From an optimization exercise on the open Yosys and OpenROAD flow, aimed at small area, a short achievable clock period and few clock cycles; shortcuts taken in it are not production practice. The RTL was checked by simulation tests, not by an equivalence proof against the original design.

==> flow/design.v, too long to show whole: its modules and the start of the top module <==
// module snn_fa: 10 lines
// module snn_conv_quant: 1568 lines
module snn_conv_quant (
    input  logic       clk,
    input  logic       rst_n,
    input  logic       in_valid,
    input  logic [7:0] img,
    input  logic [7:0] ker,
    input  logic       mode,
    output logic       out_valid,
    output logic [7:0] out_data
);
  // ...
==> flow/run.sh <==
#!/bin/bash
# synth_recipe.tcl (not shown) runs the flow's synth.tcl, then flattens the netlist and writes it again
# the make line also repeats each setting of config.mk as NAME=value (left out here)
make -C /OpenROAD-flow-scripts/flow DESIGN_CONFIG=/design/flow/config.mk WORK_HOME=/design/flow/orfs CLKGATE_MAP_FILE= SYNTH_SCRIPT=/design/flow/synth_recipe.tcl finish
==> flow/config.mk <==
export PLATFORM = sky130hd
export DESIGN_NAME = snn_conv_quant
export DESIGN_NICKNAME = snn_conv_quant
export VERILOG_FILES = /design/flow/design.v
export SDC_FILE = /design/flow/constraint.sdc
export NUM_CORES = 4
export LEC_CHECK = 0
export ABC_CLOCK_PERIOD_IN_PS = 5000
export CAP_MARGIN = 20
export CORE_MARGIN = 2
export CORE_UTILIZATION = 60
export SLEW_MARGIN = 20
export SYNTH_HIERARCHICAL = 1
==> flow/constraint.sdc <==
create_clock -name core_clock -period 25.0 [get_ports {clk}]
set_input_delay 5.0000 -clock core_clock [delete_from_list [all_inputs] [get_ports {clk}]]
set_output_delay 5.0000 -clock core_clock [all_outputs]
set_load 0.01 [all_outputs]
==> reports/summary.md, run 1 <==
The run finished with no timing, DRC or antenna violations. Of all nets on the critical path, the largest fanout is 21. The critical path runs through a total of 11 cells. The met1 track demand over resource is 0.453.

The hold path startpoint is r_img[203]. The path with the worst hold slack has its endpoint at r_img[211]. Tracing the worst setup path back leads to its startpoint at r_rc[5]. The first global-routing pass estimated 128000 um of wire.

The adder-cell share of the synthesized area is 0.457. The commonest cells after synthesis are nand2_1 (631), fa_1 (606), dfxtp_1 (369). The instance count along the most critical hold path works out to 0.

In this run the standard cell core region covers 47500 um^2. The average vias per placed instance came out at 6.15. The logs give 0.558 for the global routing met2 resource utilization and 0 for the post-cts gate resize count. In the final layout, the multi-input gates occupy 18100 um^2. The tightest hold path in the finished design has a slack of 0.321 ns.

Final critical-path setup slack: 18.50 ns. The critical path contains buffers and inverters numbering 0 combined. The number of setup violations in the final report was 0.

The post-synthesis average cell area was 12.2 um^2; the register bit count reported by yosys was 450. Most instantiated library cell after synthesis: nand2_1. The non-clock buffer contribution to total cell area is 0.0119. Largest cell class by area: multi-input combinational cells. For this floorplan the total number of well-tap instances is 615. Summed over all nets, the half-perimeter wirelength after detailed placement is 67900 um. The area share of and/or/nand/nor cells after synthesis is 0.106. Among all stages on the critical path, the largest delay is contributed by dfxtp_1. The largest registers in the layout are r_img: 288 flops, r_ker: 72 flops, r_na: 19 flops.

STA classifies the critical path startpoint as a register. The detailed route wirelength on metal3 came out at 7940 um. The placed instance count came out at 2904. TritonCTS built the clock tree. The nature of the critical path endpoint is a register.
Testbench counts, summed over its fixed seeds: cycles 13,044.
==> run 2, diff against run 1 <==
==> flow/flow/run.sh (new file) <==
#!/bin/bash
set -euo pipefail
export BUFFER_PORTS_ARGS="-buffer_cell sky130_fd_sc_hd__buf_4"
export SETUP_SLACK_MARGIN=18.8
export SKIP_GATE_CLONING=1
bash standard.sh > standard.log 2>&1
==> flow/standard.sh (new file) <==
#!/bin/bash
# synth_recipe.tcl (not shown) runs the flow's synth.tcl, then flattens the netlist and writes it again
# the make line also repeats each setting of config.mk as NAME=value (left out here)
make -C /OpenROAD-flow-scripts/flow DESIGN_CONFIG=/design/flow/config.mk WORK_HOME=/design/flow/orfs CLKGATE_MAP_FILE= SYNTH_SCRIPT=/design/flow/synth_recipe.tcl "${@:-finish}"
removed: flow/run.sh
==> run 2 against run 1 <==
Net effect:
- global-route usage increased by 0.32 points
- critical path depth increased by 1
- sequential cell count stayed put
- area after synthesis unchanged
- fmax increased by 5.6%
- critical path type unchanged
==> reports/summary.md, run 2 <==
The run finished with no timing, DRC or antenna violations. The top fanout value on the critical path was 8 (-62%). Sorting the synthesized cells by area gives the leading types as fa_1 (42%), dfxtp_1 (26%), nand2_1 (8.2%).

At the worst endpoint, the arrival time is 6.62 ns. Share of the clock period used by the worst path: 0.246. The most used flip-flop cell after synthesis was dfxtp_1. Entering global routing, the biggest net connects 53 pins. The cell count after synthesis came out at 2367.

Leaving out fill and tap cells, the most frequent cell in the layout is nand2_1. For this run, the number of Yosys warnings is 7. The share of the yosys chip area belonging to registers came out at 0.340. The first-pass GRT wire length is 129000 um (+0.86%).

The tools report the net count after synthesis as 3074. For the number of sinks on the clock net, the log shows 450. At the pin with the least slew margin, the transition time is 0.916 ns. Type of the worst setup path: register to register.

The largest registers in the layout are r_img: 288 flops, r_ker: 72 flops, r_na: 19 flops. The run gives 0.163 GHz as the achievable frequency. The run gives 18200 um^2 (+0.59%) as the combined area of the multi-input logic cells. The clock tree buffer depth was 3; the final critical-path required period was 6.15 ns. The number of library cell types mapped by synthesis is 58, and the remaining number of nets flagged by the antenna check after routing is 0. The logs give 0.384 for the worst relative slew slack and 2149 for the iteration-0 DRC count of the detailed router.

The post-detailed-route DRC marker count is 0. Across the run, the number of max-cap violations was 0. The fraction of layout instances using a drive strength above 1 works out to 0.0777. The worst hold path belongs to the class register to register. After clock tree synthesis, the clock-pin slew on the worst setup and hold paths is 0.06 ns.

The post-detailed-route wirelength per cell is 28.6 um. For the residual overflow from global routing, the log shows 0. The post-synthesis average cell area is 12.2 um^2 (unchanged).

The register with the most flip-flops in the final layout is r_img. The height of the die is 223 um, and the number of iterations in the first detailed-routing pass is 8. The tools report the final-layout fill cell count as 3597. The netlist area before placement was 28800 um^2. The number of setup violations in the final report was 0 (unchanged); the hold buffer count at CTS was 0. Routability-driven placement finished with a final weighted congestion of 1.08. The final count of hold timing violations was 0. For the final routed database, the setup TNS stands at 0 ns. The fraction of registers with async set or reset after synthesis is 0.0178. The number of buffers created by CTS is 46. The effective utilization at floorplan was 0.605; the area growth from synthesis to layout was 8.57%.

The average vias per placed instance works out to 6.24 (+1.5%). The via count of the first global-routing pass was 20700; the share of the synthesized area in the top cell type was 0.422. The most instantiated library cell after synthesis was nand2_1.

The number of placement rows is 80, and the total vias in the final route is 18700. Setup repair after global routing left no endpoint under its margin. The die covers 49700 um^2. Core footprint: 47500 um^2 (unchanged). The placed instance count is 2903 (-0.034%), and the register bit count reported by yosys is 450 (unchanged).

Number of nets in the final layout: 3049. Data on the critical path is required at its endpoint by 25.47 ns. CTS built an H-tree with a depth of 2.

Of all cell types, the one taking the most synthesized area is fa_1. In this run the tool buffered the top-level ports with 28 buffer cells. The instance count along the most critical hold path works out to 0 (unchanged). The register with the most flip-flops in the layout has 288 of them. The tools report the total half-perimeter wirelength after legalization and detailed placement as 67500 um (-0.56%). By count the netlist is led by nand2_1 (631), fa_1 (606), dfxtp_1 (369). The number of synthesized flops with an enable pin was 73; the final critical-path setup slack was 18.85 ns (+0.347 ns).

At the later pin of the worst-skew pair, clock insertion delay measures 0.59 ns. The footprint of the flip-flops and latches is 9790 um^2.

The worst setup path is launched from a register. Total global routing track utilization: 0.362. Clock tree synthesis selected as its root buffer the cell clkbuf_16. In the layout the commonest cells are nand2_1 (623), fa_1 (606), dfxtp_1 (363). The post-layout utilization of the core came out at 0.657. TritonCTS built the clock tree.

For the post-layout instance count excluding filler cells, the log shows 2996. OpenSTA, run right after detailed placement, puts the worst setup slack at 18.46 ns. Horizontal die dimension: 223 um. STA classifies the critical path endpoint as a register. The tools report the top-level I/O count as 29. For the final database, setup skew stands at 0.0180 ns. Summed over all layers, the routed wires come to 85700 um.

The worst register-to-register path has a depth of 12. The logs give 0 for the number of antenna violations at the first check in global routing and 0 for the number of pins with negative max-slew slack in the final report.
==> run 2: layout make-up <==
| class | instances | area share |
|---|---|---|
| clock buffers | 67 | 0.0456 |
| diodes | 1 | 0.0000801 |
| repair buffers | 45 | 0.0116 |
| multi-input cells | 1690 | 0.584 |
| flip-flops and latches | 450 | 0.313 |
| inverters | 109 | 0.0131 |
| clock inverters | 19 | 0.00757 |
| well taps | 615 | 0.0246 |
==> run 2: final timing paths <==
| kind | from | to | slack [ns] |
|---|---|---|---|
| max in group asynchronous | rst_n | r_cnt[5] | 20.66 |
| worst max-delay path | r_sel0_0 | r_nb[11] | 18.85 |
| worst min register to register | r_img[232] | r_img[240] | 0.32 |
| worst min-delay path | r_img[232] | r_img[240] | 0.32 |
| min in group asynchronous | rst_n | r_cnt[0] | 4.21 |
| worst max register to register | r_sel0_0 | r_nb[11] | 18.85 |
==> run 2: what timing repair did <==
item                                    4_1_cts  5_1_grt
buffers inserted                              5        1
gates resized for setup                      12       22
endpoints found under the setup margin       16       16
gates cloned                                  0        0
pin swaps                                     5        4
==> run 2: modules after synthesis, one instance, submodules excluded <==
module / cell area, um^2 / cells inside / flops+latches / copies in the design
snn_conv_quant: 16700 / 1762 / 450 / 1
snn_fa: 20.0 / 1 / 0 / 605
==> run 2: cell families (layout without fill, tap and decap cells) <==
| logic type | Yosys count | after routing | synth area share |
|---|---|---|---|
| XOR/XNOR | 24 | 24 | 0.00731 |
| flip-flops | 450 | 450 | 0.340 |
| AO/OA/AOI/OAI | 188 | 188 | 0.0498 |
| buffers and inverters | 227 | 240 | 0.0300 |
| adder cells (fa/ha/maj) | 687 | 687 | 0.457 |
| multiplexers | 25 | 25 | 0.00957 |
| other | 0 | 1 | 0 |
| AND/OR/NAND/NOR | 766 | 766 | 0.106 |
==> run 2: stage by stage <==
stage	hold slack (ns)	cell area (um^2)
after floorplan	0.310	28800
after global placement	0.311	29400
after detailed placement	0.312	29400
after CTS	0.325	31200
after global routing	0.326	31200
final	0.322	31200
==> run 2: worst max-delay path, stage by stage (launching register included) <==
cell      delay (ns)
dfxtp_1         0.43
a222oi_1        0.68
nand2_2         0.40
nand2_1         0.20
fa_1            0.44
fa_1            0.56
fa_1            0.48
fa_1            0.57
fa_1            0.44
fa_1            0.46
fa_1            0.44
fa_1            0.52
fa_1            0.40
==> run 2: layer usage <==
metal | global-route usage | share of wire
met4 | 0.248 | 0.084
met5 | 0 | 0
met2 | 0.555 | 0.45
met1 | 0.456 | 0.36
met3 | 0.0940 | 0.11
==> run 3, diff against run 2 <==
==> flow/flow/run.sh (replaced) <==
#!/bin/bash
set -euo pipefail
export BUFFER_PORTS_ARGS="-buffer_cell sky130_fd_sc_hd__buf_4"
export SETUP_SLACK_MARGIN=19.0
export SKIP_GATE_CLONING=1
bash standard.sh > standard.log 2>&1
==> run 3 against run 2 <==
Net effect:
- cell count increased by 0.60%
- hold slack improved by 0.0014 ns
- utilization increased by 0.59 points
- highest routed layer unchanged
- critical endpoint is now out_valid
- via count about the same
- area after synthesis unchanged
- wire length decreased by 0.14%
- still clean
- critical path depth decreased by 11
- sequential share of layout area decreased by 0.23 points
- worst setup slack improved by 0.073 ns
- fmax increased by 1.2%
- die area unchanged
==> reports/summary.md, run 3 <==
The flow ran to the end and the layout has no timing, DRC or antenna violations. The number of levels the H-tree was split into is 2 (unchanged), and the remaining number of nets flagged by the antenna check after routing is 0 (unchanged). The post-detailed-route DRC marker count was 0 (unchanged).

The horizontal die dimension came out at 223 um (unchanged). Iteration-0 DRC count of the detailed router: 2121 (-1.3%). TritonCTS built the clock tree. The number of synthesized flops with an enable pin is 73 (unchanged), and the netlist area before placement is 28800 um^2 (unchanged). The first-pass GRT wire length was 129000 um (about the same). The height of the die was 223 um (unchanged). The worst setup path is launched from a register. Cell count after synthesis: 2367 (unchanged). The number of sinks on the clock net is 450 (unchanged), and the number of library cell types mapped by synthesis is 58 (unchanged).

Fraction of registers with async set or reset after synthesis: 0.0178 (unchanged). The number of iterations in the first detailed-routing pass came out at 6 (-2). The slowest stage of the critical path is the dfrtp_1 cell.

The worst relative slew slack was 0.421 (+0.0367); the number of warning messages in the yosys log was 7 (unchanged). The number of placement rows is 80 (unchanged). The run gives 47500 um^2 (unchanged) as the core footprint.

The transition at the pin with the smallest max-transition slack is 0.869 ns (-0.0480 ns), and the achievable frequency is 0.164 GHz (+1.2%). Largest stage delay on the critical path: 0.37 ns (-0.31 ns). The net count after synthesis came out at 3074 (unchanged). The clock-pin slew of the registers on the worst-case setup and hold paths was 0.06 ns (about the same); the post-layout utilization of the core was 0.663 (+0.00587). The number of buffer and inverter instances along the worst setup path was 1 (+1); the average vias per placed instance was 6.21 (-0.50%). The critical path is of the register to primary output type. For the max-capacitance violation count, the log shows 0 (unchanged).

Broken down by cell family, the worst path's largest delay share belongs to flip-flops. The tools report the number of antenna violations at the first check in global routing as 2 (+2). Most instantiated library cell after synthesis: nand2_1. The path class of the tightest hold or removal check is register to register. The tools report the data arrival time of the critical path as 1.08 ns (-5.54 ns). Largest net degree at the start of global routing: 53 (unchanged). The worst endpoint required time is 20.00 ns (-5.47 ns). Relative to the synthesized area, the layout overhead comes to 9.54%.

Walking the worst path, the cells encountered are buf_6. The run gives 0 (unchanged) as the hold buffer count at CTS. STA classifies the critical path endpoint as a primary output.

The tools report the total vias in the final route as 18700 (+0.096%). The number of buffers created by CTS is 46 (unchanged). The effective utilization at floorplan came out at 0.605 (unchanged). r_img holds more flip-flops than any other register. The count of input and output buffers was 28 (unchanged). The clock network latency to the later pin of the worst-skew pair is 0.59 ns (about the same).

The placer's final routability congestion estimate is 1.08 (unchanged). Leading cell type in the layout, fill and taps excluded: nand2_1. The flip-flop count of the largest register, all copies and words added is 288 (unchanged), and the number of pins with negative max-slew slack in the final report is 0 (unchanged). Share of the synthesized area in the top cell type: 0.422 (unchanged). Total global routing track utilization: 0.361 (-0.000912). The number of setup violations in the final report came out at 0 (unchanged). Largest area contributor in the netlist: fa_1.

For the die outline area, the log shows 49700 um^2 (unchanged). The most used flip-flop cell after synthesis was dfxtp_1. The run gives 0.0149 ns (-0.00303 ns) as the clock tree skew after final layout. Leaving out fill and tap cells, the most frequent cells in the layout are nand2_1 (618), fa_1 (604), dfxtp_1 (353). The via count of the first global-routing pass is 20800 (+0.24%).

The commonest cells after synthesis are nand2_1 (631), fa_1 (606), dfxtp_1 (369). Setup repair after global routing could not meet its margin everywhere. The run gives 29 (unchanged) as the top-level I/O count. The total negative setup slack was 0 ns (unchanged); the post-detailed-route wirelength per cell was 28.4 um (-0.73%).

The residual overflow from global routing is 0 (unchanged), and the register bit count reported by yosys is 450 (unchanged). The tools report the final routed wirelength across all metal layers as 85600 um (-0.14%). The fraction of layout instances using a drive strength above 1 was 0.102 (+0.0244); the top fanout value on the critical path was 1 (-7). CTS placed an instance of clkbuf_16 at the clock tree root. Ranked by total cell area, the synthesized netlist is headed by fa_1 (42%), dfxtp_1 (26%), nand2_1 (8.2%). The share of the clock period used by the worst path works out to 0.243 (-0.00291). The final critical-path required period works out to 6.08 ns (-0.0728 ns). Number of nets in the final layout: 3067 (+0.59%). The largest registers in the layout are r_img: 288 flops, r_ker: 72 flops, r_na: 19 flops.

The logs give 0.323 ns (+0.00141 ns) for the worst hold margin and 0 (unchanged) for the final count of hold timing violations. The tools report the setup slack on the worst flop-to-flop path as 19.05 ns (+0.20 ns). The total half-perimeter wirelength after legalization and detailed placement was 67500 um (unchanged); the clock tree buffer depth was 3 (unchanged).

For the share of the yosys chip area belonging to registers, the log shows 0.340 (unchanged). The post-synthesis average cell area came out at 12.2 um^2 (unchanged).
run 3: routing by layer:
layer,wire [um],global-route usage,up-vias
met5,0,0,-
met4,7300,0.262,0
met3,9310,0.0961,370
met2,38800,0.550,1278
met1,30200,0.451,9560
li1,-,-,7512
run 3: final timing paths:
kind / depth (start not counted) / end / start
worst max-delay path: 1 / out_valid / out_valid
worst min-delay path: 0 / r_img[150] / r_img[142]
worst max register to register: 13 / r_nb[9] / r_sel0_0
worst min register to register: 0 / r_img[150] / r_img[142]
max in group asynchronous: 1 / r_cnt[5] / rst_n
min in group asynchronous: 1 / r_cnt[0] / rst_n
run 3: area by class of cell:
type	count	area, um^2
multi-input cells	1690	18300
fillers	3588	16000
flip-flops and latches	450	9800
clock buffers	67	1430
well taps	615	769
repair buffers	63	544
inverters	109	409
clock inverters	19	236
diodes	1	2.50
run 3: cells by family (layout without fill, tap and decap cells):
group / Yosys count / count (layout) / synth area share
other cells: 0 / 1 / 0
simple gates: 766 / 766 / 0.106
compound gates: 188 / 188 / 0.0498
mux: 25 / 25 / 0.00957
fa+ha+maj: 687 / 687 / 0.457
xor+xnor: 24 / 24 / 0.00731
buf+inv: 227 / 258 / 0.0300
flops: 450 / 450 / 0.340
run 3: what timing repair did:
item,4_1_cts,5_1_grt
setup buffers,6,18
hold endpoints to repair,0,0
pin swaps,7,22
gates resized for setup,39,51
endpoints found under the setup margin,34,29
run 3: metrics by stage:
stage / instances / area (um^2) / worst slack [ns]
2_1_floorplan: 2367 / 28800 / 19.38
3_5_place_dp: 2903 / 29400 / 18.46
3_3_place_gp: 2903 / 29400 / 18.57
5_1_grt: 3013 / 31500 / 18.89
4_1_cts: 2995 / 31200 / 18.89
6_report: 3014 / 31500 / 18.92
run 3: per-module statistics from Yosys, one instance, submodules excluded:
module          copies in the design  cells inside  cell area (um^2)
snn_fa                           605             1              20.0
snn_conv_quant                     1          1762             16700
==> run 4, diff against run 3 <==
--- a/flow/config.mk
+++ b/flow/config.mk
@@ -9,5 +9,7 @@
 export CAP_MARGIN = 20
 export CORE_MARGIN = 2
 export CORE_UTILIZATION = 60
+export CTS_CLUSTER_DIAMETER = 100
+export CTS_CLUSTER_SIZE = 32
 export SLEW_MARGIN = 20
 export SYNTH_HIERARCHICAL = 1
==> run 4 against run 3 <==
Net effect:
- via count shrank 1.1%
- area after synthesis is the same
- wire length shrank 1.2%
- highest routed layer is now met5
- utilization shrank 2.2 points
- largest cell class unchanged
- sequential share of layout area grew 1.0 points
- die area is the same
- hold slack lost 0.00068 ns
==> reports/summary.md, run 4 <==
The run finished with no timing, DRC or antenna violations. The run gives 29 (unchanged) as the top-level I/O count. The tools report the worst hold margin as 0.322 ns (-0.000679 ns). Netlist area before placement: 28800 um^2 (unchanged).

The logs give 0.356 (-0.00560) for the total global routing track utilization and 18500 (-1.1%) for the total vias in the final route. In this run the most used layer during global routing was met2. The clock-pin slew of the registers on the worst-case setup and hold paths is 0.11 ns (+0.05 ns). The post-detailed-route wirelength per cell was 28.6 um (+0.70%); the post-layout utilization of the core was 0.641 (-0.0216).

The flip-flop count of the largest register, all copies and words added is 288 (unchanged), and the area growth from synthesis to layout is 5.98%. The footprint of the flip-flops and latches is 9800 um^2 (unchanged).

Leaving out fill and tap cells, the most frequent cells in the layout are nand2_1 (619), fa_1 (604), dfxtp_1 (353). The total half-perimeter wirelength after legalization and detailed placement came out at 67500 um (unchanged). The via count of the first global-routing pass is 20500 (-1.3%). For the net count after synthesis, the log shows 3074 (unchanged). The share of the clock period used by the worst path is 0.244 (+0.000376), and the number of iterations in the first detailed-routing pass is 6 (unchanged).

The type of the worst setup path is register to primary output. The height of the die was 223 um (unchanged). The fraction of registers with async set or reset after synthesis came out at 0.0178 (unchanged). The largest register by flop count is r_img. The register bit count reported by yosys is 450 (unchanged). The most instantiated library cell after synthesis was nand2_1.

The largest stage delay on the critical path came out at 0.39 ns (+0.02 ns). The logs give 3039 (-0.91%) for the number of nets in the final layout and 0 ns (unchanged) for the total negative setup slack. Setup repair after global routing could not meet its margin everywhere.

The tools report the clock network latency to the later pin of the worst-skew pair as 0.57 ns (-0.02 ns). The run gives 0 (unchanged) as the remaining number of nets flagged by the antenna check after routing. The tools report the met1 track demand over resource as 0.450 (-0.000835).

The library cell used most frequently in the layout, excluding fill and tap cells, is nand2_1. CTS placed an instance of clkbuf_16 at the clock tree root. The clock tree buffer depth came out at 3 (unchanged). The final critical-path required period works out to 6.09 ns (+0.00940 ns). For the worst endpoint required time, the log shows 20.00 ns (about the same).

Among all stages on the critical path, the largest delay is contributed by dfrtp_1. For the met3 global-route usage, the log shows 0.0856 (-0.0105). The logs give 18.46 ns (unchanged) for the post-placement setup slack and 0.439 (+0.0183) for the worst relative slew slack. The fraction of layout instances using a drive strength above 1 came out at 0.0820 (-0.0202). The largest registers in the layout are r_img: 288 flops, r_ker: 72 flops, r_na: 19 flops. The average vias per placed instance is 6.26 (+0.77%), and the placer's final routability congestion estimate is 1.08 (unchanged). The count of input and output buffers was 28 (unchanged).

For the share of the yosys chip area belonging to registers, the log shows 0.340 (unchanged). Top fanout value on the critical path: 1 (unchanged). Data arrival time of the critical path: 1.09 ns (about the same). TritonCTS built the clock tree. The largest area contributor in the netlist was fa_1. For the achievable frequency, the log shows 0.164 GHz (-0.15%). Number of placement rows: 80 (unchanged).

Traced cell by cell, the critical path runs through buf_6. STA classifies the critical path endpoint as a primary output. The post-detailed-route DRC marker count is 0 (unchanged). By area the synthesized netlist is led by fa_1 (42%), dfxtp_1 (26%), nand2_1 (8.2%). The iteration-0 DRC count of the detailed router was 2083 (-1.8%); the number of buffer and inverter instances along the worst setup path was 1 (unchanged).

The global routing met2 resource utilization is 0.547 (-0.00292). The transition at the pin with the smallest max-transition slack was 0.841 ns (-0.0274 ns). The final count of hold timing violations came out at 0 (unchanged). The horizontal die dimension is 223 um (unchanged). The number of levels the H-tree was split into is 1 (-1). The first-pass GRT wire length was 127000 um (-1.1%).

The core footprint was 47500 um^2 (unchanged); the post-synthesis average cell area was 12.2 um^2 (unchanged). The final routed wirelength across all metal layers is 84600 um (-1.2%). Number of synthesized flops with an enable pin: 73 (unchanged).

The number of setup violations in the final report came out at 0 (unchanged). The tools report the combined area of the multi-input logic cells as 18300 um^2 (about the same). The hold buffer count at CTS was 0 (unchanged). The number of warning messages in the yosys log is 7 (unchanged).

The family with the most delay on the worst path is flip-flops. The number of pins with negative max-slew slack in the final report was 0 (unchanged); the largest net degree at the start of global routing was 53 (unchanged). The tools report the max-capacitance violation count as 0 (unchanged). The share of the synthesized area in the top cell type came out at 0.422 (unchanged).

Type of element launching the critical path: a register. The logs give 3713 (+3.5%) for the final-layout fill cell count and 0 (unchanged) for the residual overflow from global routing. For the final critical-path setup slack, the log shows 18.91 ns (-0.00940 ns). The run gives 0.0333 ns (+0.0184 ns) as the clock tree skew after final layout. The number of buffers created by CTS is 20 (-57%). In the synthesized netlist, the cells that appear most often are nand2_1 (631), fa_1 (606), dfxtp_1 (369). The number of library cell types mapped by synthesis is 58 (unchanged), and the die outline area is 49700 um^2 (unchanged). The path class of the tightest hold or removal check is register to register.

The number of sinks on the clock net came out at 450 (unchanged). Most used flip-flop cell after synthesis: dfxtp_1. The effective utilization at floorplan was 0.605 (unchanged). The number of antenna violations at the first check in global routing was 1 (-1). The run gives 2367 (unchanged) as the cell count after synthesis.
==> run 4: cell count changes in the layout (fill, tap and decap cells not counted), sizes merged <==
| cell | previous run | this run |
|---|---|---|
| clkbuf | 67 | 25 |
| clkinv | 10 | 4 |
| inv | 116 | 111 |
| buf | 63 | 61 |
| bufinv | 2 | 0 |
| clkinvlp | 0 | 1 |
==> run 4: repair_timing <==
item	in CTS	in global routing
pin swaps	9	19
setup buffers	6	16
gates resized for setup	35	59
endpoints found under the setup margin	33	28
==> run 4: logic make-up (layout without fill, tap and decap cells) <==
| logic type | count (synthesis) | count (layout) | synth area share |
|---|---|---|---|
| muxes | 25 | 25 | 0.00957 |
| xor gates and xnor gates | 24 | 24 | 0.00731 |
| DFF | 450 | 450 | 0.340 |
| and+or+nand+nor | 766 | 766 | 0.106 |
| other | 0 | 1 | 0 |
| adders and majority gates | 687 | 687 | 0.457 |
| buffers and inverters | 227 | 202 | 0.0300 |
| AOI/OAI and AO/OA | 188 | 188 | 0.0498 |
==> run 4: through the flow <==
stage | cells | cell area [um^2]
6_report | 2958 | 30500
3_3_place_gp | 2903 | 29400
2_1_floorplan | 2367 | 28800
3_5_place_dp | 2903 | 29400
4_1_cts | 2941 | 30200
5_1_grt | 2957 | 30500
==> run 4: path summary, 6_finish.rpt <==
kind                            slack, ns  cells past startpoint   endpoint       from
worst min register to register       0.32                      0  r_img[51]  r_img[43]
worst max-delay path                18.91                      1  out_valid  out_valid
worst max register to register      19.03                     13   r_nb[10]   r_sel2_1
max in group asynchronous           20.67                      1     r_busy      rst_n
worst min-delay path                 0.32                      0  r_img[51]  r_img[43]
min in group asynchronous            4.21                      1   r_cnt[0]      rst_n
==> run 4: cell type report <==
type                       count  share of cell area
multi-input combinational   1690               0.601
sequential                   450               0.322
tap                          615              0.0252
clock buffer                  25              0.0172
timing repair buffer          61              0.0169
inverter                     109              0.0136
clock inverter                 7             0.00394
antenna                        1           0.0000821
==> run 4: per-layer routing <==
metal	vias to the layer above	wire length, um	part of all wire
met5	-	14	0.00017
met4	2	7280	0.086
met3	372	8850	0.10
met2	1241	38200	0.45
met1	9467	30300	0.36
li1	7431	-	-
==> run 4: Yosys stat by module (local to each module, per instance) <==
module / cells / area (um^2)
snn_fa: 1 / 20.0
snn_conv_quant: 1762 / 16700
==> run 5, diff against run 4 <==
--- a/flow/config.mk
+++ b/flow/config.mk
@@ -9,7 +9,7 @@
 export CAP_MARGIN = 20
 export CORE_MARGIN = 2
 export CORE_UTILIZATION = 60
-export CTS_CLUSTER_DIAMETER = 100
-export CTS_CLUSTER_SIZE = 32
+export CTS_CLUSTER_DIAMETER = 80
+export CTS_CLUSTER_SIZE = 25
 export SLEW_MARGIN = 20
 export SYNTH_HIERARCHICAL = 1
==> run 5 against run 4 <==
Net effect:
- synthesized cell count did not move
- fmax fell by 0.33%
- clock-buffer cell count rose by 7
- wire length rose by 0.72%
- sequential share of layout area fell by 0.14 points
- worst setup slack got worse by 0.020 ns
- clock skew rose by 0.016 ns
- critical path type unchanged
- critical endpoint unchanged
- highest routed layer is now met4
==> reports/summary.md, run 5 <==
The run finished with no timing, DRC or antenna violations. The area of all placed cells without fillers was 30600 um^2 (+0.46%). The tools report the number of antenna violations at the first check in global routing as 0 (-1). The type of the worst setup path is register to primary output. The most instantiated library cell after synthesis is nand2_1. The number of iterations in the first detailed-routing pass was 8 (+2). The top cell types in the final layout, fill and taps aside, are nand2_1 (619), fa_1 (600), dfxtp_1 (351). The top routing layer in use was met4. Relative to the synthesized area, the layout overhead comes to 6.46%. The number of pins with negative max-slew slack in the final report was 0 (unchanged). Achievable frequency: 0.164 GHz (-0.33%). After synthesis, the most frequently instantiated cells are nand2_1 (631), fa_1 (606), dfxtp_1 (369).

The netlist area before placement is 28800 um^2 (unchanged). The share of the yosys chip area belonging to registers is 0.340 (unchanged). The run gives 29400 um^2 (unchanged) as the instance area after placement. The run gives 0 ns (unchanged) as the total negative setup slack. The family with the most delay on the worst path is flip-flops.

Via count of the first global-routing pass: 20500 (+0.13%). The logs give 49700 um^2 (unchanged) for the die outline area and 80 (unchanged) for the number of placement rows. The clock tree buffer depth came out at 3 (unchanged). TritonCTS built the clock tree.

The tools report the post-detailed-route DRC marker count as 0 (unchanged). The post-synthesis average cell area is 12.2 um^2 (unchanged), and the detailed route wirelength on metal3 is 9040 um (+2.2%).

Type of element launching the critical path: a register. The net count after synthesis came out at 3074 (unchanged). The main combinational cell family by area after synthesis is adder cells. The height of the die works out to 223 um (unchanged). The top-level I/O count was 29 (unchanged); the final-layout fill cell count was 3681 (-0.86%). Number of buffers created by CTS: 26 (+30%). The transition at the pin with the smallest max-transition slack was 0.894 ns (+0.0533 ns).

The most used flip-flop cell after synthesis is dfxtp_1. The adder-cell share of the synthesized area works out to 0.457 (unchanged). The clock network latency to the later pin of the worst-skew pair was 0.62 ns (+0.05 ns); the area fraction in compound gates after synthesis was 0.0498 (unchanged).

The number of setup violations in the final report came out at 0 (unchanged). The largest registers in the layout are r_img: 288 flops, r_ker: 72 flops, r_na: 19 flops. The largest stage delay on the critical path came out at 0.38 ns (about the same). The clock-pin slew of the registers on the worst-case setup and hold paths is 0.10 ns (about the same).

The run gives 1.11 ns (+0.02 ns) as the data arrival time of the critical path. The area share of and/or/nand/nor cells after synthesis is 0.106 (unchanged), and the xor-xnor portion of the synthesized cell area is 0.00731 (unchanged). Worst relative slew slack: 0.404 (-0.0355). The final count of hold timing violations was 0 (unchanged). The flip-flop count of the largest register, all copies and words added is 288 (unchanged), and the number of buffer and inverter instances along the worst setup path is 1 (unchanged). The post-synthesis mux area share is 0.00957 (unchanged). For the max-capacitance violation count, the log shows 0 (unchanged). Leading cell type in the layout, fill and taps excluded: nand2_1.

The run gives 0.644 (+0.00292) as the post-layout utilization of the core. For the clock tree skew after final layout, the log shows 0.0494 ns (+0.0161 ns). The share of the clock period used by the worst path was 0.244 (+0.000808); the remaining number of nets flagged by the antenna check after routing was 0 (unchanged).

The number of nets in the final layout came out at 3039 (unchanged). The register bit count reported by yosys works out to 450 (unchanged). The wire length on met2 was 38100 um (about the same). Nature of the critical path endpoint: a primary output. The total half-perimeter wirelength after legalization and detailed placement is 67500 um (unchanged), and the top fanout value on the critical path is 1 (unchanged). The worst hold path begins at r_img[152].

The placer's final routability congestion estimate was 1.08 (unchanged); the core footprint was 47500 um^2 (unchanged). In this run the worst hold path is classified as register to register. The final critical-path required period is 6.11 ns (+0.0202 ns). The worst endpoint required time is 20.00 ns (about the same). The fraction of registers with async set or reset after synthesis works out to 0.0178 (unchanged). The tools report the worst setup path startpoint as out_valid.

Number of warning messages in the yosys log: 7 (unchanged). Traced cell by cell, the critical path runs through buf_6. The iteration-0 DRC count of the detailed router is 2172 (+4.3%). The effective utilization at floorplan is 0.605 (unchanged). The number of synthesized flops with an enable pin was 73 (unchanged). The residual overflow from global routing came out at 0 (unchanged).

The footprint of the flip-flops and latches was 9800 um^2 (about the same). The logs give 18600 (+0.69%) for the total vias in the final route and 18300 um^2 (-0.11%) for the combined area of the multi-input logic cells. The horizontal die dimension works out to 223 um (unchanged). Setup repair after global routing could not meet its margin everywhere.

The tools report the cell count after synthesis as 2367 (unchanged). The run gives 1 (unchanged) as the number of levels the H-tree was split into. The share of the synthesized area in the top cell type works out to 0.422 (unchanged).

The cell sitting at the root of the clock tree is a clkbuf_16. The final critical-path setup slack is 18.89 ns (-0.0202 ns). The met1 wire length is 30500 um (+0.73%), and the fraction of layout instances using a drive strength above 1 is 0.0818 (-0.000140). Counting flops per register, the top entry is r_img. Count of input and output buffers: 28 (unchanged). The count of inserted antenna diode cells is 0 (-1). The hold buffer count at CTS is 0 (unchanged), and the worst hold margin is 0.295 ns (-0.0268 ns).

fa_1 takes more of the synthesized area than any other cell. The tools report the total global routing track utilization as 0.358 (+0.00250). The run gives 18.46 ns (unchanged) as the post-placement setup slack.

The average vias per placed instance is 6.30 (+0.58%). The slowest stage of the critical path belongs to the cell dfrtp_1. The source of the worst register-to-register timing path was r_sel0_0. The final routed wirelength across all metal layers came out at 85200 um (+0.72%). The post-detailed-route wirelength per cell was 28.8 um (+0.62%).

For the first-pass GRT wire length, the log shows 128000 um (+0.49%). The largest net degree at the start of global routing is 53 (unchanged). Number of sinks on the clock net: 450 (unchanged).

The number of library cell types mapped by synthesis was 58 (unchanged). In the post-synthesis netlist, the biggest area contributors are fa_1 (42%), dfxtp_1 (26%), nand2_1 (8.2%).
==> run 5: cell counts after synthesis <==
No cell type changed its count.
==> run 5: worst paths after layout <==
check                      slack, ns  cells after the start          to
setup / recovery               18.89                      1   out_valid
hold / removal                  0.30                      0  r_img[160]
setup reg to reg               19.01                     12    r_nb[12]
hold reg to reg                 0.30                      0  r_img[160]
max in group asynchronous      20.69                      1      r_busy
min in group asynchronous       4.19                      1    r_cnt[0]
==> run 5: per-stage QoR <==
| step | std cells |
|---|---|
| after floorplan | 2367 |
| after detailed placement | 2903 |
| after global placement | 2903 |
| after global routing | 2961 |
| final | 2961 |
| after CTS | 2951 |
==> run 5: per-module statistics from Yosys, one instance, submodules excluded <==
module | times used | cell area (um^2) | cells inside
snn_fa | 605 | 20.0 | 1
snn_conv_quant | 1 | 16700 | 1762
==> run 5: what timing repair did <==
| item | in CTS | in global routing |
|---|---|---|
| pin swaps | 7 | 17 |
| buffers inserted | 6 | 10 |
| endpoints found under the setup margin | 35 | 29 |
| resized for setup | 41 | 47 |
==> run 5: final cells by class <==
type                    instances  area share
well taps                     615      0.0251
inverters                     109      0.0134
multi-input cells            1690       0.598
repair buffers                 55      0.0154
clock buffers                  32      0.0223
flip-flops and latches        450       0.320
clock inverters                10     0.00556
==> run 5: kinds of logic after synthesis <==
logic type,after synthesis
AND/OR/NAND/NOR,766
adder cells (fa/ha/maj),687
flip-flops,450
buffers and inverters,227
AO/OA/AOI/OAI,188
multiplexers,25
XOR/XNOR,24
==> run 5: metal layers <==
layer,vias to the layer above,global-route usage
li1,7434,-
met1,9543,0.453
met2,1273,0.547
met3,390,0.0906
met4,0,0.249
met5,-,0
==> run 6, diff against run 5 <==
--- a/flow/config.mk
+++ b/flow/config.mk
@@ -8,7 +8,7 @@
 export ABC_CLOCK_PERIOD_IN_PS = 5000
 export CAP_MARGIN = 20
 export CORE_MARGIN = 2
-export CORE_UTILIZATION = 60
+export CORE_UTILIZATION = 70
 export CTS_CLUSTER_DIAMETER = 80
 export CTS_CLUSTER_SIZE = 25
 export SLEW_MARGIN = 20
==> run 6 against run 5 <==
Net effect:
- still clean on timing, DRC and antenna
- utilization rose by 11 points
- hold slack improved by 0.025 ns
- cell count down 2.5%
- die area fell by 14%
- critical endpoint unchanged
==> reports/summary.md, run 6 <==
The area fraction in compound gates after synthesis is 0.0498 (unchanged). The final count of hold timing violations is 0 (unchanged). The fraction of layout instances using a drive strength above 1 is 0.0867 (+0.00486).

For the number of sinks on the clock net, the log shows 450 (unchanged). The run gives 0 (unchanged) as the post-detailed-route DRC marker count. The residual overflow from global routing is 0 (unchanged). For the total half-perimeter wirelength after legalization and detailed placement, the log shows 66800 um (-0.95%). The post-synthesis mux area share came out at 0.00957 (unchanged).

The post-layout utilization of the core is 0.753 (+0.108). For the instance area after placement, the log shows 29300 um^2 (-0.44%). The worst flop-to-flop path endpoint is r_nb[9].

The tools report the setup slack on the worst flop-to-flop path as 19.02 ns (about the same). The clock-pin slew of the registers on the worst-case setup and hold paths works out to 0.10 ns (about the same). The netlist area before placement was 28800 um^2 (unchanged); the top fanout value on the critical path was 1 (unchanged). Instance count along the most critical hold path: 0 (unchanged). Class of the tightest hold or removal check: register to register. The clock tree buffer depth is 3 (unchanged). The tools report the number of warning messages in the yosys log as 7 (unchanged).

The largest registers in the layout are r_img: 288 flops, r_ker: 72 flops, r_na: 19 flops. Relative to the synthesized area, the layout overhead comes to 6.58%. The adder-cell share of the synthesized area is 0.457 (unchanged). The fraction of registers with async set or reset after synthesis is 0.0178 (unchanged).

Ranked by instance count, the synthesized netlist is headed by nand2_1 (631), fa_1 (606), dfxtp_1 (369). The number of buffer and inverter instances along the worst setup path is 1 (unchanged). For the number of levels the H-tree was split into, the log shows 1 (unchanged). The logs give 40700 um^2 (-14%) for the core footprint and 26 (unchanged) for the number of buffers created by CTS.

For the die outline area, the log shows 42700 um^2 (-14%). In the post-synthesis netlist, the cell with the most instances is nand2_1. The hold path startpoint was r_img[144]. Area of all placed cells without fillers: 30700 um^2 (+0.11%).

The path depth of the worst reg2reg path came out at 14 (+2). Leaving out fill and tap cells, the most frequent cells in the layout are nand2_1 (620), fa_1 (599), dfxtp_1 (350). The final critical-path required period was 6.11 ns (-0.00350 ns); the first-pass GRT wire length was 131000 um (+2.1%).

Ranked by total cell area, the synthesized netlist is headed by fa_1 (42%), dfxtp_1 (26%), nand2_1 (8.2%). Setup repair after global routing could not meet its margin everywhere. The max-capacitance violation count came out at 0 (unchanged). The tools report the worst endpoint required time as 20.00 ns (about the same). The type of element launching the critical path was a register. Final critical-path setup slack: 18.89 ns (+0.00350 ns). The most used flip-flop cell after synthesis was dfxtp_1. The height of the die is 207 um (-7.3%). The worst relative slew slack came out at 0.279 (-0.125).

The achievable frequency came out at 0.164 GHz (about the same). The register with the most flip-flops in the final layout is r_img. The flow ran to the end and the layout has no timing, DRC or antenna violations. The cell count after synthesis is 2367 (unchanged), and the xor-xnor portion of the synthesized cell area is 0.00731 (unchanged). After synthesis, the largest family of logic cells by area is adder cells. The post-layout instance count excluding filler cells is 2886 (-2.5%), and the average vias per placed instance is 6.63 (+5.4%). The worst register-to-register path begins at r_sel0_0. The largest individual stage delay along the critical path comes from the cell dfrtp_1. For the clock network latency to the later pin of the worst-skew pair, the log shows 0.60 ns (-0.02 ns). Effective utilization at floorplan: 0.706 (+0.101).

The horizontal die dimension is 207 um (-7.3%). The number of synthesized flops with an enable pin is 73 (unchanged), and the largest stage delay on the critical path is 0.39 ns (about the same). The total global routing track utilization was 0.435 (+0.0773); the register bit count reported by yosys was 450 (unchanged). The logs give 58 (unchanged) for the number of library cell types mapped by synthesis and 0 (unchanged) for the number of setup violations in the final report. The cell family contributing the most delay on the critical path is flip-flops.

The leading cell type in the layout, fill and taps excluded was nand2_1. The tools report the data arrival time of the critical path as 1.11 ns (about the same). The share of the synthesized area in the top cell type was 0.422 (unchanged); the largest net degree at the start of global routing was 73 (+38%).

The largest area contributor in the netlist is fa_1. The worst setup path is captured at a primary output. The via count of the first global-routing pass was 21100 (+2.8%); the post-synthesis average cell area was 12.2 um^2 (unchanged). Area share of and/or/nand/nor cells after synthesis: 0.106 (unchanged). The signal on the critical path passes through buf_6. The post-placement setup slack was 18.42 ns (-0.0360 ns). The number of pins with negative max-slew slack in the final report is 0 (unchanged), and the remaining number of nets flagged by the antenna check after routing is 0 (unchanged). The run gives 0.321 ns (+0.0254 ns) as the worst hold margin.

The top-level I/O count was 29 (unchanged); the share of the clock period used by the worst path was 0.244 (about the same). The post-detailed-route wirelength per cell was 30.4 um (+5.6%). The depth of the critical timing path with buffers and inverters included is 1 (unchanged). The worst setup path is of the register to primary output kind. The number of iterations in the first detailed-routing pass is 11 (+3). The worst hold path terminates at r_img[152]. Number of placement rows: 74 (-7.5%). The clock tree skew after final layout was 0.0230 ns (-0.0265 ns); the total negative setup slack was 0 ns (unchanged). The placer's final routability congestion estimate was 1.11 (+2.6%).

Clock tree synthesis selected as its root buffer the cell clkbuf_16. The share of the yosys chip area belonging to registers is 0.340 (unchanged). The count of input and output buffers was 28 (unchanged); the number of antenna violations at the first check in global routing was 4 (+4). The placed instance count came out at 2816 (-3.0%). The final routed wirelength across all metal layers is 87600 um (+2.9%), and the total vias in the final route is 19100 (+2.7%). The net count after synthesis is 3074 (unchanged), and the transition at the pin with the smallest max-transition slack is 1.08 ns (+0.187 ns). For the number of nets in the final layout, the log shows 3046 (+0.23%). The iteration-0 DRC count of the detailed router was 2865 (+32%).

The flip-flop count of the largest register, all copies and words added came out at 288 (unchanged). TritonCTS built the clock tree.
run 6: cell counts after synthesis:
Identical to the previous run, type by type.
run 6: layout make-up:
class                      instances  area, um^2
clock inverter                     9         185
antenna                            1        2.50
fill                            2602       10100
sequential                       450        9810
inverter                         109         412
multi-input combinational       1690       18400
clock buffer                      33         719
tap                              532         666
timing repair buffer              62         512
run 6: logic make-up after synthesis:
| kind of cell | Yosys count |
|---|---|
| XOR/XNOR | 24 |
| AO/OA/AOI/OAI | 188 |
| multiplexers | 25 |
| flip-flops | 450 |
| AND/OR/NAND/NOR | 766 |
| buffers and inverters | 227 |
| adder cells (fa/ha/maj) | 687 |
run 6: worst max-delay path by stage:
stage,to,from,slack [ns]
global route,out_valid,out_valid,18.88
CTS,out_valid,out_valid,18.88
global placement,r_nb[10],r_sel2_4,18.48
floorplan,r_nb[11],r_img[267],19.38
detailed placement,r_nb[10],r_sel2_4,18.42
finish,out_valid,out_valid,18.89
run 6: routing by layer:
| metal | wire, um | share of wire | global-route usage | vias to the layer above |
|---|---|---|---|---|
| met2 | 37600 | 0.43 | 0.639 | 1683 |
| met4 | 8740 | 0.10 | 0.324 | 8 |
| met1 | 28700 | 0.33 | 0.535 | 9504 |
| met5 | 93 | 0.0011 | 0.00922 | - |
| li1 | - | - | - | 7428 |
| met3 | 12500 | 0.14 | 0.154 | 524 |
run 6: Yosys stat by module, one instance, submodules excluded:
module / flip-flops and latches / cell area, um^2 / cells inside
snn_conv_quant: 450 / 16700 / 1762
snn_fa: 0 / 20.0 / 1
run 6: repair_timing:
item | 4_1_cts | 5_1_grt
endpoints found under the setup margin | 34 | 29
setup buffers | 15 | 12
pin swaps | 13 | 14
hold buffers | 0 | 0
endpoints found under the hold margin | 0 | 0
resized for setup | 39 | 58

==> separate check: timing with driven ports <==
In the flow no input, the clock included, has a driving cell. The finished layouts below were timed again as built, in two steps.
Step 1 sets driving cells, clkbuf_16 on the clock port and buf_2 on the other inputs (assumed; they add their load-dependent delay and slew).
Step 2 adds t to the input delays and takes it off the output delays; t is the mean of the earliest and latest rising clock arrival at the registers after step 1. Input paths then give back, and output paths get back, about the clock's delay inside the block.
Slacks: no drivers / after step 1 / after step 2; pairs: no drivers / after step 1.
run	t (ns)	slack for setup (ns)	worst register clock-pin slew, ns	worst slew at a driven data input, ns
run 1	0.641	18.501 / 18.497 / 18.501	0.07 / 0.07	0.04
run 2	0.645	18.848 / 18.848 / 18.848	0.07 / 0.07	0.04
run 3	0.645	18.921 / 18.861 / 19.052	0.07 / 0.07	0.04
run 4	0.625	18.912 / 18.849 / 19.033	0.12 / 0.12	0.04
run 5	0.650	18.891 / 18.832 / 19.012	0.10 / 0.10	0.04
run 6	0.647	18.895 / 18.840 / 19.021	0.11 / 0.11	0.04
After both steps setup and hold are still met in every run listed.
